This design comes from an exercise in tuning for small area, a short achievable clock period and few clock cycles on the open sky130 flow, not from production work.
Where RTL was checked, it was by simulation tests only, not by an equivalence proof against the original.
Power figures rest on the tool's default switching activity, not on a simulated workload.

Design current_level_classifier, start of the top module:
module current_level_classifier #(
    parameter int MAX_SAMPLES = clc_pkg::MAX_SAMPLES_DEF,
    parameter int TOP_COUNT   = clc_pkg::TOP_COUNT_DEF
) (
    input  logic                              aclk,
    input  logic                              aresetn,
    input  logic                              s_tvalid,
    output logic                              s_tready,
    input  logic [clc_pkg::TDATA_IN_W-1:0]    s_tdata,    
    input  logic                              s_tuser,    
    input  logic                              s_tlast,
    output logic                              m_tvalid,
    input  logic                              m_tready,
    output logic [clc_pkg::TDATA_OUT_W-1:0]   m_tdata,    
    input  logic                              cfg_valid,
    output logic                              cfg_ready,
    input  logic [clc_pkg::CFG_IDX_W-1:0]     cfg_index,
    input  logic [clc_pkg::CUR_W-1:0]         cfg_data
);
clock: 6.5 ns
lec_check: 0
cap_margin: 20
core_margin: 2
core_utilization: 65
cts_buf_list: sky130_fd_sc_hd__clkbuf_8
place_density: 0.75
setup_slack_margin: 2.4
slew_margin: 20
standard.sh (not shown) runs the stock make flow with config.mk's settings and CLKGATE_MAP_FILE= SYNTH_SCRIPT=/design/flow/synth_recipe.tcl, a recipe that flattens the netlist after the stock synthesis.
==> flow/flow/run.sh <==
#!/bin/bash
set -o pipefail
export BUFFER_PORTS_ARGS="-buffer_cell sky130_fd_sc_hd__buf_1"
bash standard.sh > standard.log 2>&1
The baseline produced a clean layout.
Testbench counts at the start, summed over its fixed seeds: cycles 36,491.
Next try:
==> flow/run.sh (new file) <==
#!/bin/bash
# synth_recipe.tcl (not shown) runs the flow's synth.tcl, then flattens the netlist and writes it again
# the make line also repeats each setting of config.mk as NAME=value (left out here)
make -C /OpenROAD-flow-scripts/flow DESIGN_CONFIG=/design/flow/config.mk WORK_HOME=/design/flow/orfs CLKGATE_MAP_FILE= SYNTH_SCRIPT=/design/flow/synth_recipe.tcl finish
Settings changed: CORE_UTILIZATION 65 to 40, CTS_BUF_LIST sky130_fd_sc_hd__clkbuf_8 to unset, PLACE_DENSITY 0.75 to unset.
removed: flow/flow/run.sh
removed: flow/standard.sh
The new run ran to the end with no violations.
Worst setup slack is worse by 0.061 ns.
Routed wire length came out higher by 2.8%.
Cell area is higher by 5.3%.
Critical path depth came out lower by 1.
Maximum frequency came out lower by 1.5%.
Utilization is lower by 25 points.
Flip-flop and latch count does not change.
Next try:
==> flow/flow/run.sh (new file) <==
#!/bin/bash
set -o pipefail
export BUFFER_PORTS_ARGS="-buffer_cell sky130_fd_sc_hd__buf_1"
bash standard.sh > standard.log 2>&1
==> flow/standard.sh (new file) <==
#!/bin/bash
# synth_recipe.tcl (not shown) runs the flow's synth.tcl, then flattens the netlist and writes it again
# the make line also repeats each setting of config.mk as NAME=value (left out here)
make -C /OpenROAD-flow-scripts/flow DESIGN_CONFIG=/design/flow/config.mk WORK_HOME=/design/flow/orfs CLKGATE_MAP_FILE= SYNTH_SCRIPT=/design/flow/synth_recipe.tcl "${@:-finish}"
Settings changed: CTS_BUF_LIST set to sky130_fd_sc_hd__clkbuf_8.
removed: flow/run.sh
The new run produced a clean layout.
Routed wire length barely changes.
Core utilization fell by 1.7 points.
Via count decreases by 0.31%.
Power falls by 9.4%.
Critical path depth came out lower by 1.
Sequential power barely changes.
Final cell count drops by 0.62%.
Synthesized cell count is unchanged.
Worst setup slack gains 0.084 ns.
Worst hold slack is about the same.

---

Another version of the RTL of current_level_classifier (not shown whole).
Size: ~1300 cells after synthesis, roughly 52 I/O pins, ~13000 um2 of cells after synthesis.
Settings: LEC_CHECK=0, CAP_MARGIN=20, CORE_MARGIN=2, CORE_UTILIZATION=40, CTS_BUF_LIST=sky130_fd_sc_hd__clkbuf_8, SETUP_SLACK_MARGIN=2.1, SLEW_MARGIN=20; clock period 6.5 ns.
==> flow/flow/run.sh <==
#!/bin/bash
set -o pipefail
export BUFFER_PORTS_ARGS="-buffer_cell sky130_fd_sc_hd__buf_1"
bash standard.sh > standard.log 2>&1
The first run finished with timing, DRC and antenna clean.
Testbench counts at the start, summed over its fixed seeds: cycles 36,491.
Next try:
- SETUP_SLACK_MARGIN: 2.1 -> 2.7
Effect: The new run ran to the end with no violations; combinational power climbs by 7.2%; non-clock buffer count is higher by 61; maximum frequency went up by 8.3%; power grows by 1.5%; synthesized cell count is unchanged; hold slack got worse by 17 ps; area after synthesis is unchanged.
Next try:
- SETUP_SLACK_MARGIN: 2.7 -> 2.4
- TNS_END_PERCENT: default -> 5
Via count goes down by 4.2%. Sequential share of layout area goes up by 1.0 points. Cell area goes down by 4.2%. Setup slack loses 150 ps. Synthesized area stays the same.

---

run 2:
current_level_classifier, a different RTL version from the one above (not shown whole).
For scale: about 140 flip-flops, ~52 I/O pins.
clock: 6.5 ns
lec_check: 0
cap_margin: 20
core_margin: 2
core_utilization: 40
setup_slack_margin: 2.0
slew_margin: 20
run.sh (not shown) runs the stock make flow with config.mk's settings and CLKGATE_MAP_FILE= SYNTH_SCRIPT=/design/flow/synth_recipe.tcl, a recipe that flattens the netlist after the stock synthesis.
Stock flow here: none of the scripts above is used.
Run 2: full flow OK, the timing, DRC and antenna checks passed
Edits applied to the flow inputs when going from run 2 to run 1:
- swapping 2.0 for 2.5 in SETUP_SLACK_MARGIN
--- outcome ---
Run 1 vs. run 2: first-iteration DRC count went down by 6.8%. met1 usage on run 1 is up relative to run 2. The run showing the smaller proportion of power drawn by the clock network is run 1. Total power draw in run 1 is about 1.4% higher than in run 2. Diff run 2 -> run 1: final cell count has increased; core utilization has increased; actual transition at the worst max-transition pin has decreased; data-path buffer share of cell area in the final layout has increased; post-layout net count has increased. Run 1: area added between synthesis and finish 3.5 points above run 2.
No functional check of the RTL was part of any run of this note.

---

current_level_classifier, a different RTL version from the one above (not shown whole).
==> flow/design.v (excerpt) <==
module current_level_classifier #(
    parameter int MAX_SAMPLES = clc_pkg::MAX_SAMPLES_DEF,
    parameter int TOP_COUNT   = clc_pkg::TOP_COUNT_DEF
) (
    input  logic                              aclk,
    input  logic                              aresetn,
    input  logic                              s_tvalid,
    output logic                              s_tready,
    input  logic [clc_pkg::TDATA_IN_W-1:0]    s_tdata,    
    input  logic                              s_tuser,    
    input  logic                              s_tlast,
    output logic                              m_tvalid,
    input  logic                              m_tready,
    output logic [clc_pkg::TDATA_OUT_W-1:0]   m_tdata,    
    input  logic                              cfg_valid,
    output logic                              cfg_ready,
    input  logic [clc_pkg::CFG_IDX_W-1:0]     cfg_index,
    input  logic [clc_pkg::CUR_W-1:0]         cfg_data
);
clock: 6.5 ns
lec_check: 0
cap_margin: 20
core_margin: 2
core_utilization: 40
cts_buf_list: sky130_fd_sc_hd__clkbuf_8
setup_slack_margin: 3.3
slew_margin: 20
standard.sh (not shown) runs the stock make flow with config.mk's settings and CLKGATE_MAP_FILE= SYNTH_SCRIPT=/design/flow/synth_recipe.tcl, a recipe that flattens the netlist after the stock synthesis.
Scripts as last shown in full above: flow/flow/run.sh
Testbench counts at the start, summed over its fixed seeds: cycles 36,491.
Rerun with:
- SETUP_SLACK_MARGIN: 3.3 -> 2.7
After rerunning: Non-clock buffer count went down by 93; area after synthesis stays the same; combinational power went down by 14%.
Rerun with:
- SETUP_SLACK_MARGIN: 2.7 -> 3.15
Count of clock-buffer cells in the layout climbs by 1.
Clock skew drops by 0.0031 ns.
Worst hold slack gets worse by 0.0034 ns.
Routed wire length climbs by about 9%.
Cell area climbs by 7.9%.
Die area is unchanged.
First-iteration DRC count climbs by about 4.3%.
Total power climbs by 5.9%.
Global-route usage climbs by 1.7 points.
Rerun with:
- SETUP_SLACK_MARGIN: 3.15 -> 2.85
Routed wire length drops by a few percent.
Global-route usage went down by 0.72 points.
Worst hold slack is better by 0.0065 ns.
Synthesized area is unchanged.
Synthesized cell count is unchanged.
Sequential cell count does not change.
Sequential share of layout area grows by 1.3 points.
Cell count goes down by a few percent.

---

## violet
RTL: one of the versions met above, not the one the previous note started from.
Size: roughly 1500 cells after synthesis, roughly 140 flip-flops, ~52 I/O pins, about 14000 sq um of cells after synthesis.
clock: 6.5 ns
lec_check: 0
cap_margin: 20
core_margin: 2
core_utilization: 40
setup_slack_margin: 2.3
slew_margin: 20
run.sh (not shown) runs the stock make flow with config.mk's settings and CLKGATE_MAP_FILE= SYNTH_SCRIPT=/design/flow/synth_recipe.tcl, a recipe that flattens the netlist after the stock synthesis.
Stock flow here: none of the scripts above is used.
#### Input delta (quartz over violet)
- SETUP_SLACK_MARGIN now 3.5, was 2.3
### Flow results
- Re highest clock rate: violet and quartz aren't equal, and the higher value belongs to quartz.
- quartz: buffering stage count on the worst path with inverters included is 1 higher than what violet reported.
- Of violet and quartz, violet shows the lower number of DRC violations after detailed-routing iteration 0, with quartz above it.
- [compare] base=violet new=quartz: first-pass GRT wire length up 11%; all-layer global routing usage up 2.7 points; power per cell area down 8.8 nW/um^2.
- Proportion of total power due to net switching for quartz: 0.69 points up relative to violet
- | placed instance count | violet vs quartz | ≈ equal |
- Summary: clock power, quartz better than violet
No functional check of the RTL was part of any run of this note.

---

current_level_classifier, a different RTL version from the one above (not shown whole).
For scale: ~140 flip-flops, about 0.014 mm^2 of cells after synthesis.
Design current_level_classifier, start of the top module:
module current_level_classifier #(
    parameter int MAX_SAMPLES = clc_pkg::MAX_SAMPLES_DEF,
    parameter int TOP_COUNT   = clc_pkg::TOP_COUNT_DEF
) (
    input  logic                              aclk,
    input  logic                              aresetn,
    input  logic                              s_tvalid,
    output logic                              s_tready,
    input  logic [clc_pkg::TDATA_IN_W-1:0]    s_tdata,    
    input  logic                              s_tuser,    
    input  logic                              s_tlast,
    output logic                              m_tvalid,
    input  logic                              m_tready,
    output logic [clc_pkg::TDATA_OUT_W-1:0]   m_tdata,    
    input  logic                              cfg_valid,
    output logic                              cfg_ready,
    input  logic [clc_pkg::CFG_IDX_W-1:0]     cfg_index,
    input  logic [clc_pkg::CUR_W-1:0]         cfg_data
);
clock: 6.5 ns
lec_check: 0
cap_margin: 20
core_margin: 2
core_utilization: 40
slew_margin: 20
The baseline produced a clean layout.
Testbench counts at the start, summed over its fixed seeds: cycles 36,491.
==> next run, changes <==
SETUP_SLACK_MARGIN = 2.7   (was unset)
The changed run finished with timing, DRC and antenna clean. Area after synthesis is unchanged. Power rises by a few percent. Combinational power grows by about a fifth. Worst setup slack gets better by 810 ps. Synthesized cell count is unchanged. Hold slack is better by 17 ps.

==> afterwards: timing with drivers on the ports <==
The flow's constraints put no driver on any port. The routed layouts listed below were extracted and timed again, unchanged, in two steps. Step 1 assumes that a clkbuf_16 drives the clock port and a buf_2 every other input. Step 2 moves the port delays by t, midway between the first and last clock arrival at a register: inputs arrive t later, outputs are due t later. That takes back most of the time a late clock gives input paths. a / b / c = no drivers / after step 1 / after step 2; a / b = the first two.
run	t (ns)	setup slack, ns	worst setup path after step 2	worst register clock-pin slew, ns	pins driven straight from the clock port
the first run of note 1	0.534	2.525 / 2.525 / 2.525	register to register	0.11 / 0.11	1
the second run of note 1	0.512	2.464 / 2.464 / 2.464	register to register	0.07 / 0.07	1
the third run of note 1	0.534	2.548 / 2.548 / 2.548	register to register	0.11 / 0.11	1
the first run of note 2	0.519	2.339 / 2.339 / 2.339	register to register	0.10 / 0.10	1
the second run of note 2	0.514	2.658 / 2.658 / 2.658	register to register	0.10 / 0.10	1
the third run of note 2	0.519	2.511 / 2.511 / 2.511	register to register	0.10 / 0.10	1
run 2	0.502	2.267 / 2.267 / 2.267	register to register	0.07 / 0.07	1
run 1	0.493	2.497 / 2.497 / 2.497	register to register	0.08 / 0.08	1
the first run of note 4	0.526	3.136 / 3.136 / 3.136	register to register	0.10 / 0.10	1
the second run of note 4	0.523	2.771 / 2.771 / 2.771	register to register	0.10 / 0.10	1
the third run of note 4	0.524	3.066 / 3.066 / 3.066	register to register	0.11 / 0.11	1
the fourth run of note 4	0.532	2.910 / 2.910 / 2.910	register to register	0.10 / 0.10	1
violet	0.499	2.465 / 2.465 / 2.465	register to register	0.07 / 0.07	1
quartz	0.491	2.586 / 2.586 / 2.586	register to register	0.07 / 0.07	1
the first run of note 6	0.485	1.493 / 1.493 / 1.493	register to register	0.07 / 0.07	1
the second run of note 6	0.494	2.307 / 2.307 / 2.307	register to register	0.07 / 0.07	1
After both steps every run listed still meets setup and hold.
